What follows belongs to an exercise in optimizing a design on an open flow for small area, a short achievable clock period and few clock cycles; a production flow would make more cautious choices. Function was checked by simulation only, so behaviour that the tests miss may differ from the original.

## flow/config.mk

```make
export PLATFORM = sky130hd
export DESIGN_NAME = ccl_centroid
export DESIGN_NICKNAME = ccl_centroid
export VERILOG_FILES = /design/flow/design.v
export SDC_FILE = /design/flow/constraint.sdc
export NUM_CORES = 4
export LEC_CHECK = 0
export CAP_MARGIN = 20
export CORE_MARGIN = 2
export CORE_UTILIZATION = 40
export SLEW_MARGIN = 20
```

## flow/constraint.sdc

```tcl
create_clock -name core_clock -period 34.0 [get_ports {clk}]
set_input_delay 6.8000 -clock core_clock [delete_from_list [all_inputs] [get_ports {clk}]]
set_output_delay 6.8000 -clock core_clock [all_outputs]
set_load 0.01 [all_outputs]
```

## flow/design.v

```verilog
package ccl_frame_pkg;
    localparam int img_width  = 16;      
    localparam int img_height = 16;      
    localparam int coord_w = 4;
    typedef logic [coord_w-1:0] coord_t;
endpackage
package ccl_region_pkg;
    localparam int max_labels = 31;      
    localparam int label_w    = 5;
    typedef logic [label_w-1:0] label_t;     
    typedef logic [8:0]  area_t;         
    typedef logic [12:0] sum_t;          
    localparam int frac_bits = 5;
    typedef logic [8:0] centroid_t;
endpackage
`timescale 1ns/1ps
module frame_timing (
    input  logic                  clk,
    input  logic                  reset,
    input  logic                  img_vsync,
    input  logic                  img_href,
    input  logic                  img_bit,
    output logic                  pix_valid,
    output logic                  pix_bit,
    output ccl_frame_pkg::coord_t pix_x,
    output ccl_frame_pkg::coord_t pix_y,
    output logic                  frame_end
);
    logic                  vsync_q;
    logic                  href_q;
    ccl_frame_pkg::coord_t col_cnt;     
    ccl_frame_pkg::coord_t row_cnt;
    always_ff @(posedge clk) begin
        if (reset) begin
            vsync_q   <= 1'b0;
            href_q    <= 1'b0;
            col_cnt   <= '0;
            row_cnt   <= '0;
            pix_valid <= 1'b0;
            frame_end <= 1'b0;
        end else begin
            vsync_q   <= img_vsync;
            href_q    <= img_href;
            pix_valid <= img_vsync & img_href;
            frame_end <= vsync_q & ~img_vsync;      
            if (img_vsync && img_href)
                col_cnt <= col_cnt + 1'b1;
            else
                col_cnt <= '0;
            if (!img_vsync)
                row_cnt <= '0;
            else if (href_q && !img_href)
                row_cnt <= row_cnt + 1'b1;
        end
    end
    always_ff @(posedge clk) begin
        pix_bit <= img_bit;
        pix_x   <= col_cnt;
        pix_y   <= row_cnt;
    end
endmodule
`timescale 1ns/1ps
module line_label_buffer (
    input  logic                   clk,
    input  logic                   wr_en,
    input  ccl_frame_pkg::coord_t  wr_addr,
    input  ccl_frame_pkg::coord_t  rd_addr,
    input  ccl_region_pkg::label_t wr_data,
    output ccl_region_pkg::label_t rd_data
);
    ccl_region_pkg::label_t mem [ccl_frame_pkg::img_width];
    always_ff @(posedge clk) begin
        if (wr_en)
            mem[wr_addr] <= wr_data;
        rd_data <= mem[rd_addr];     
    end
endmodule
`timescale 1ns/1ps
module label_assigner (
    input  logic                   clk,
    input  logic                   reset,
    input  logic                   pix_valid,
    input  logic                   pix_bit,
    input  ccl_frame_pkg::coord_t  pix_x,
    input  ccl_frame_pkg::coord_t  pix_y,
    output logic                   acc_en,
    output ccl_region_pkg::label_t acc_label,
    output ccl_frame_pkg::coord_t  acc_x,
    output ccl_frame_pkg::coord_t  acc_y
);
    ccl_region_pkg::label_t next_label;     
    ccl_region_pkg::label_t avail_label;
    ccl_region_pkg::label_t ur_raw;         
    ccl_region_pkg::label_t up_q;
    ccl_region_pkg::label_t ul_q;
    ccl_region_pkg::label_t col0_q;         
    ccl_region_pkg::label_t up_cur;
    ccl_region_pkg::label_t left_n;
    ccl_region_pkg::label_t ul_n;
    ccl_region_pkg::label_t up_n;
    ccl_region_pkg::label_t ur_n;
    ccl_region_pkg::label_t best;
    ccl_region_pkg::label_t cur_label;
    ccl_frame_pkg::coord_t  next_x;
    ccl_frame_pkg::coord_t  rd_addr;
    logic                   top_row;
    logic                   left_edge;
    logic                   right_edge;
    logic                   need_new;
    function automatic logic [ccl_region_pkg::label_w-1:0] min_nz(
        input ccl_region_pkg::label_t a,
        input ccl_region_pkg::label_t b
    );
        if (a == '0)
            min_nz = b;
        else if (b == '0)
            min_nz = a;
        else
            min_nz = (a < b) ? a : b;
    endfunction
    assign next_x  = pix_valid ? pix_x + 1'b1 : '0;
    assign rd_addr = next_x + 1'b1;
    line_label_buffer line_label_buffer_inst (
        .clk     (clk),
        .wr_en   (pix_valid),
        .wr_addr (pix_x),
        .rd_addr (rd_addr),
        .wr_data (cur_label),
        .rd_data (ur_raw)
    );
    always_comb begin
        top_row    = (pix_y == '0);
        left_edge  = (pix_x == '0);
        right_edge = (pix_x == ccl_frame_pkg::coord_t'(ccl_frame_pkg::img_width - 1));
        up_cur = left_edge ? col0_q : up_q;
        left_n = left_edge ? '0 : acc_label;
        ul_n   = (top_row || left_edge) ? '0 : ul_q;
        up_n   = top_row ? '0 : up_cur;
        ur_n   = (top_row || right_edge) ? '0 : ur_raw;
        best = min_nz(min_nz(left_n, ul_n), min_nz(up_n, ur_n));
        avail_label = (top_row && left_edge) ? ccl_region_pkg::label_t'(1) : next_label;
        need_new    = pix_bit && (best == '0);
        if (!pix_bit)
            cur_label = '0;
        else if (best != '0)
            cur_label = best;
        else
            cur_label = avail_label;
    end
    always_ff @(posedge clk) begin
        if (reset) begin
            acc_en     <= 1'b0;
            next_label <= ccl_region_pkg::label_t'(1);
        end else begin
            acc_en <= pix_valid && (cur_label != '0);
            if (pix_valid) begin
                if (need_new && avail_label != '0) begin
                    if (avail_label == ccl_region_pkg::label_t'(ccl_region_pkg::max_labels))
                        next_label <= '0;                
                    else
                        next_label <= avail_label + 1'b1;
                end else begin
                    next_label <= avail_label;
                end
            end
        end
    end
    always_ff @(posedge clk) begin
        if (pix_valid) begin
            acc_label <= cur_label;      
            acc_x     <= pix_x;
            acc_y     <= pix_y;
            up_q      <= ur_raw;         
            ul_q      <= up_cur;
            if (left_edge)
                col0_q <= cur_label;
        end
    end
endmodule
`timescale 1ns/1ps
module region_accumulator #(
    parameter int width = 8
) (
    input  logic                   clk,
    input  logic                   reset,
    input  logic                   acc_en,
    input  ccl_region_pkg::label_t acc_label,
    input  logic [width-1:0]               increment,
    input  logic                   rd_en,
    input  ccl_region_pkg::label_t rd_addr,
    output logic [width-1:0]               rd_data
);
    logic [width-1:0]                     mem [1:ccl_region_pkg::max_labels];
    logic [ccl_region_pkg::max_labels:1]  occupied;     
    logic                   s1_valid;
    ccl_region_pkg::label_t s1_label;
    logic [width-1:0]               s1_inc;
    logic [width-1:0]               s1_base;
    logic                   new_valid;
    ccl_region_pkg::label_t new_label;
    logic [width-1:0]               new_data;
    logic                   old_valid;
    ccl_region_pkg::label_t old_label;
    logic [width-1:0]               old_data;
    logic [width-1:0] base;
    logic [width-1:0] sum;
    always_comb begin
        if (new_valid && new_label == s1_label)
            base = new_data;
        else if (old_valid && old_label == s1_label)
            base = old_data;
        else
            base = s1_base;
        sum = base + s1_inc;
    end
    always_ff @(posedge clk) begin
        if (reset) begin
            s1_valid  <= 1'b0;
            new_valid <= 1'b0;
            old_valid <= 1'b0;
            occupied  <= '0;
        end else begin
            s1_valid  <= acc_en;
            new_valid <= s1_valid;
            old_valid <= new_valid;
            if (new_valid)
                occupied[new_label] <= 1'b1;
            if (rd_en)
                occupied[rd_addr] <= 1'b0;   
        end
    end
    always_ff @(posedge clk) begin
        s1_label  <= acc_label;
        s1_inc    <= increment;
        if (acc_en)
            s1_base <= occupied[acc_label] ? mem[acc_label] : '0;
        new_label <= s1_label;
        new_data  <= sum;
        old_label <= new_label;
        old_data  <= new_data;
        if (new_valid)
            mem[new_label] <= new_data;
        if (rd_en) begin
            if (new_valid && new_label == rd_addr)
                rd_data <= new_data;             
            else if (occupied[rd_addr])
                rd_data <= mem[rd_addr];
            else
                rd_data <= '0;
        end
    end
endmodule
`timescale 1ns/1ps
module centroid_reporter (
    input  logic                      clk,
    input  logic                      reset,
    input  logic                      frame_end,
    output logic                      rd_en,
    output ccl_region_pkg::label_t    rd_addr,
    input  ccl_region_pkg::area_t     area_in,
    input  ccl_region_pkg::sum_t      sum_x_in,
    input  ccl_region_pkg::sum_t      sum_y_in,
    output logic                      region_valid,
    output ccl_region_pkg::label_t    region_label,
    output ccl_region_pkg::area_t     region_area,
    output ccl_region_pkg::centroid_t centroid_x,
    output ccl_region_pkg::centroid_t centroid_y,
    output logic                      report_done
);
    logic                   start_q;
    logic                   rd_q;        
    logic                   last_q;
    logic                   last_qq;
    ccl_region_pkg::label_t label_q;
    function automatic logic [8:0] scale_div(
        input ccl_region_pkg::sum_t  sum,
        input ccl_region_pkg::area_t area
    );
        logic [13+ccl_region_pkg::frac_bits-1:0] num;    
        num = {sum, {ccl_region_pkg::frac_bits{1'b0}}};
        if (area == '0)
            scale_div = '0;
        else
            scale_div = ccl_region_pkg::centroid_t'(num / area);
    endfunction
    always_ff @(posedge clk) begin
        if (reset) begin
            start_q      <= 1'b0;
            rd_en        <= 1'b0;
            rd_addr      <= '0;
            rd_q         <= 1'b0;
            last_q       <= 1'b0;
            last_qq      <= 1'b0;
            region_valid <= 1'b0;
            report_done  <= 1'b0;
        end else begin
            start_q <= frame_end;
            if (start_q) begin
                rd_en   <= 1'b1;
                rd_addr <= ccl_region_pkg::label_t'(1);
            end else if (rd_en) begin
                if (rd_addr == ccl_region_pkg::label_t'(ccl_region_pkg::max_labels)) begin
                    rd_en   <= 1'b0;
                    rd_addr <= '0;
                end else begin
                    rd_addr <= rd_addr + 1'b1;
                end
            end
            rd_q    <= rd_en;
            last_q  <= rd_en && (rd_addr == ccl_region_pkg::label_t'(ccl_region_pkg::max_labels));
            last_qq <= last_q;
            report_done <= last_qq;
            region_valid <= rd_q && (area_in != '0);    
        end
    end
    always_ff @(posedge clk) begin
        label_q <= rd_addr;
        if (rd_q) begin
            region_label <= label_q;
            region_area  <= area_in;
            centroid_x   <= scale_div(sum_x_in, area_in);
            centroid_y   <= scale_div(sum_y_in, area_in);
        end
    end
endmodule
`timescale 1ns/1ps
module ccl_centroid (
    input  logic                      clk,
    input  logic                      reset,
    input  logic                      img_vsync,
    input  logic                      img_href,
    input  logic                      img_bit,
    output logic                      region_valid,
    output ccl_region_pkg::label_t    region_label,
    output ccl_region_pkg::area_t     region_area,
    output ccl_region_pkg::centroid_t centroid_x,
    output ccl_region_pkg::centroid_t centroid_y,
    output logic                      report_done
);
    logic                   pix_valid;
    logic                   pix_bit;
    ccl_frame_pkg::coord_t  pix_x;
    ccl_frame_pkg::coord_t  pix_y;
    logic                   frame_end;
    logic                   acc_en;
    ccl_region_pkg::label_t acc_label;
    ccl_frame_pkg::coord_t  acc_x;
    ccl_frame_pkg::coord_t  acc_y;
    logic                   rd_en;
    ccl_region_pkg::label_t rd_addr;
    ccl_region_pkg::area_t  area_rd;
    ccl_region_pkg::sum_t   sum_x_rd;
    ccl_region_pkg::sum_t   sum_y_rd;
    frame_timing frame_timing_inst (
        .clk       (clk),
        .reset     (reset),
        .img_vsync (img_vsync),
        .img_href  (img_href),
        .img_bit   (img_bit),
        .pix_valid (pix_valid),
        .pix_bit   (pix_bit),
        .pix_x     (pix_x),
        .pix_y     (pix_y),
        .frame_end (frame_end)
    );
    label_assigner label_assigner_inst (
        .clk       (clk),
        .reset     (reset),
        .pix_valid (pix_valid),
        .pix_bit   (pix_bit),
        .pix_x     (pix_x),
        .pix_y     (pix_y),
        .acc_en    (acc_en),
        .acc_label (acc_label),
        .acc_x     (acc_x),
        .acc_y     (acc_y)
    );
    region_accumulator #(.width(9)) area_acc_inst (
        .clk       (clk),
        .reset     (reset),
        .acc_en    (acc_en),
        .acc_label (acc_label),
        .increment (ccl_region_pkg::area_t'(1)),    
        .rd_en     (rd_en),
        .rd_addr   (rd_addr),
        .rd_data   (area_rd)
    );
    region_accumulator #(.width(13)) sum_x_acc_inst (
        .clk       (clk),
        .reset     (reset),
        .acc_en    (acc_en),
        .acc_label (acc_label),
        .increment (ccl_region_pkg::sum_t'(acc_x)),
        .rd_en     (rd_en),
        .rd_addr   (rd_addr),
        .rd_data   (sum_x_rd)
    );
    region_accumulator #(.width(13)) sum_y_acc_inst (
        .clk       (clk),
        .reset     (reset),
        .acc_en    (acc_en),
        .acc_label (acc_label),
        .increment (ccl_region_pkg::sum_t'(acc_y)),
        .rd_en     (rd_en),
        .rd_addr   (rd_addr),
        .rd_data   (sum_y_rd)
    );
    centroid_reporter centroid_reporter_inst (
        .clk          (clk),
        .reset        (reset),
        .frame_end    (frame_end),
        .rd_en        (rd_en),
        .rd_addr      (rd_addr),
        .area_in      (area_rd),
        .sum_x_in     (sum_x_rd),
        .sum_y_in     (sum_y_rd),
        .region_valid (region_valid),
        .region_label (region_label),
        .region_area  (region_area),
        .centroid_x   (centroid_x),
        .centroid_y   (centroid_y),
        .report_done  (report_done)
    );
endmodule
```

## flow/run.sh

```bash
#!/bin/bash
# synth_recipe.tcl (not shown) runs the flow's synth.tcl, then flattens the netlist and writes it again
# the make line also repeats each setting of config.mk as NAME=value (left out here)
make -C /OpenROAD-flow-scripts/flow DESIGN_CONFIG=/design/flow/config.mk WORK_HOME=/design/flow/orfs CLKGATE_MAP_FILE= SYNTH_SCRIPT=/design/flow/synth_recipe.tcl finish
```

==> run summary <==
-- metal layers --
| metal | vias to the layer above | share of wire, % | global-route usage, % |
|---|---|---|---|
| met1 | 28700 | 41 | 31.5 |
| met5 | - | 0.0081 | 0 |
| met2 | 2519 | 48 | 37.9 |
| li1 | 24400 | - | - |
| met4 | 2 | 2.8 | 6.68 |
| met3 | 414 | 8.9 | 4.22 |
-- cell type report --
class	count	area, µm²
timing repair buffer	313	2510
clock inverter	80	1080
inverter	114	430
sequential	1528	43500
fill	18100	112000
tap	2704	3380
multi-input combinational	4042	38600
antenna	4	10.0
clock buffer	218	4450
-- cells in the final DEF (no fill, tap or decap), types with 24 or more instances in the layout --
cell / count
edfxtp_1: 1290
mux4_2: 618
nand2_1: 360
nor2_1: 344
ha_1: 293
a21oi_1: 290
mux2i_1: 287
buf_4: 264
dfxtp_1: 219
o21ai_0: 214
o21a_1: 198
clkbuf_16: 164
nor3_1: 149
xnor2_1: 108
inv_1: 107
xor2_1: 75
a21o_1: 72
nand3_1: 61
mux2_2: 60
o221ai_1: 54
nand2b_1: 48
o31ai_1: 47
and2_1: 44
nor2b_1: 42
clkbuf_1: 40
o211ai_1: 37
o22ai_1: 37
clkdlybuf4s50_1: 37
and3_1: 36
or3_1: 35
a211oi_1: 35
nor4_1: 34
nand4_1: 28
clkinv_2: 25
nor2_4: 24
-- worst max-delay path, delay by kind of cell, from the launching register on --
family	cells	cell delay, ns
DFF	1	0.37
buffers and inverters	13	1.80
AOI/OAI and AO/OA	82	15.95
muxes	8	2.64
adders and majority gates	17	5.28
and+or+nand+nor	31	5.83
-- registers in the layout (all words and copies together) (netlist names), 9 cells and up --
name / flops
sum_x_acc_inst.old_data: 13
area_acc_inst.new_data: 9
centroid_reporter_inst.centroid_y: 9
sum_x_acc_inst.s1_base: 13
area_acc_inst.rd_data: 9
sum_y_acc_inst.occupied: 31
centroid_reporter_inst.centroid_x: 9
area_acc_inst.s1_base: 9
area_acc_inst.mem: 279
sum_y_acc_inst.mem: 403
centroid_reporter_inst.region_area: 9
sum_y_acc_inst.new_data: 13
sum_x_acc_inst.mem: 403
area_acc_inst.occupied: 31
sum_y_acc_inst.rd_data: 13
sum_x_acc_inst.rd_data: 13
sum_x_acc_inst.new_data: 13
sum_y_acc_inst.old_data: 13
area_acc_inst.old_data: 9
label_assigner_inst.line_label_buffer_inst.mem: 80
sum_x_acc_inst.occupied: 31
sum_y_acc_inst.s1_base: 13
-- cell families (layout without fill, tap and decap cells) --
| kind of cell | after synthesis | count (layout) | share of synthesized area (%) |
|---|---|---|---|
| DFF | 1528 | 1528 | 52.5 |
| and+or+nand+nor | 1331 | 1333 | 7.75 |
| AOI/OAI and AO/OA | 1249 | 1250 | 10.0 |
| muxes | 971 | 971 | 21.2 |
| buffers and inverters | 431 | 725 | 1.97 |
| adders and majority gates | 304 | 304 | 4.63 |
| xor gates and xnor gates | 184 | 184 | 1.95 |
| other | 0 | 4 | 0 |
-- worst paths after layout --
kind	cells past startpoint	slack [ns]	end
max	151	1.79	centroid_reporter_inst.centroid_y[0]
min	0	0.34	sum_x_acc_inst.s1_inc[0]
max reg2reg	151	1.79	centroid_reporter_inst.centroid_y[0]
min reg2reg	0	0.34	sum_x_acc_inst.s1_inc[0]
-- repair_timing --
action	4_1_cts	5_1_grt
gates resized for setup	20	135
pin swaps	4	40
gates cloned	1	3
endpoints found under the setup margin	2	4
setup buffers	8	63
-- stage by stage --
step / setup TNS (ns) / worst slack [ns] / hold slack, ns / std cells
after floorplan: 0 / 0.0643 / 0.323 / 5998
after global routing: -0.297 / -0.159 / 0.352 / 9001
after detailed placement: -2.11 / -1.44 / 0.327 / 8625
final: 0 / 1.79 / 0.337 / 9003
after global placement: -0.976 / -0.923 / 0.327 / 8625
after CTS: 0 / 0.00231 / 0.340 / 8932
==> qor.txt <==
status: no timing/DRC/antenna violations
r2r startpoint: area_acc_inst.rd_data[8]
max incr delay on CP: 0.58 ns
hold_buf cts: 0
Vias/cell: 6.23
CTS Root Cell: clkbuf_16
Nets: 6,468
Achievable Freq: 0.0310 GHz
measured slew at the worst slew-check pin: 1.20 ns
1st-iter DRT viols: 6,345
cell mode on critical path: o21a_1
via count: 56,100
CTS max path bufs: 3
CTS tree: built
cell with the most instances after synthesis: edfxtp_1
Worst path slowest cell: or4_1
YS warnings: 6
clock skew: 0.0693 ns
Final Hold Viols: 0
Routed Antenna Nets: 0
die height: 459 µm
Slew HR: 19.2%
cell taking the most area after synthesis: edfxtp_1
Post-Route WL: 248,000 µm
top cells by area, synth: edfxtp_1, mux4_2, dfxtp_1
ys flop type: edfxtp_1
Pre-Repair DR Iteration Count: 6
Routed wire per std cell: 27.6 µm
Worst Path Max Fanout: 9
layout cells sized above 1: 22.8%
Final Cell Area: 0.0941 mm²
num rows: 167
first-pass GRT wire length: 363,000 µm
GRT overflow: 0
core box area: 0.206 mm²
Mapped Nets: 6,307
Startpoint Class: flop
clk slew on worst S/H paths: 0.07 ns
# DRC: 0
Seq/Total Area, Yosys: 52.5%
H-tree depth: 4
CP endpoint kind: flop
Tcrit/Tclk final: 94.7%
post-synthesis async set-or-reset flop share: 0%
Worst Min Path Start: label_assigner_inst.acc_x[0]
Arr. time, crit path: 32.77 ns
Yosys reg bits: 1,528
DIE AREA: 0.211 mm²
post-synthesis cell count: 5,998
Post-DP Area: 0.0872 mm²
largest net degree at the start of global routing: 100
HPWL Detailed: 144,000 µm
Max-Cap Viols: 0
Starting Density: 40.1%
critical path required time: 34.55 ns
GRT Util Overall: 23.1%
CP startpoint: area_acc_inst.rd_data[8]
synthesized area: 0.0828 mm²
commonest cells in the netlist: edfxtp_1, mux4_2, nor2_1
die width: 459 µm
number of synthesized flops with an enable pin: 1,290
Routability Congestion: 0.887
Setup-failing EPs final: 0
Avg Cell Area, Syn: 13.8 µm²
CTS Buf Count: 160
Tmin final: 32.21 ns
initial antenna violation count: 14
Num Clock Sinks: 1,528
Clk Latency, worst-skew pair: 0.84 ns
max-slew violation count: 0
Min-Delay Path Class: reg -> reg
Synth top area share: 46.8%
Final Util: 45.6%
Area growth syn-to-layout: 13.6%
I/O Pins: 39
Yosys cell types: 104
vias in the first global route: 55,100
IO buf count: 38
Crit Path Category: reg -> reg
Testbench counts, summed over its fixed seeds: cycles 59,328.

port drivers added, routing unchanged:
In the flow no input, the clock included, has a driving cell. The finished layout below was timed again as built, in two steps.
Step 1 assumes that a clkbuf_16 drives the clock port and a buf_2 every other input.
Step 2 also shifts input and output timing later by t, the mid clock arrival at the registers, as if the neighbouring blocks saw the same clock.
Three values: no drivers, after step 1, after step 2; two values: the first two.
t, ns: 0.897
slack for setup (ns): 1.786 / 1.786 / 1.786
hold WS [ns]: 0.337 / 0.337 / 0.337
latest minus earliest clock arrival (ns): 0.085 / 0.086
After both steps setup and hold are still met in this run. The setup slack of this run moves by 0.000 ns with the drivers and by 0.000 ns with both steps.
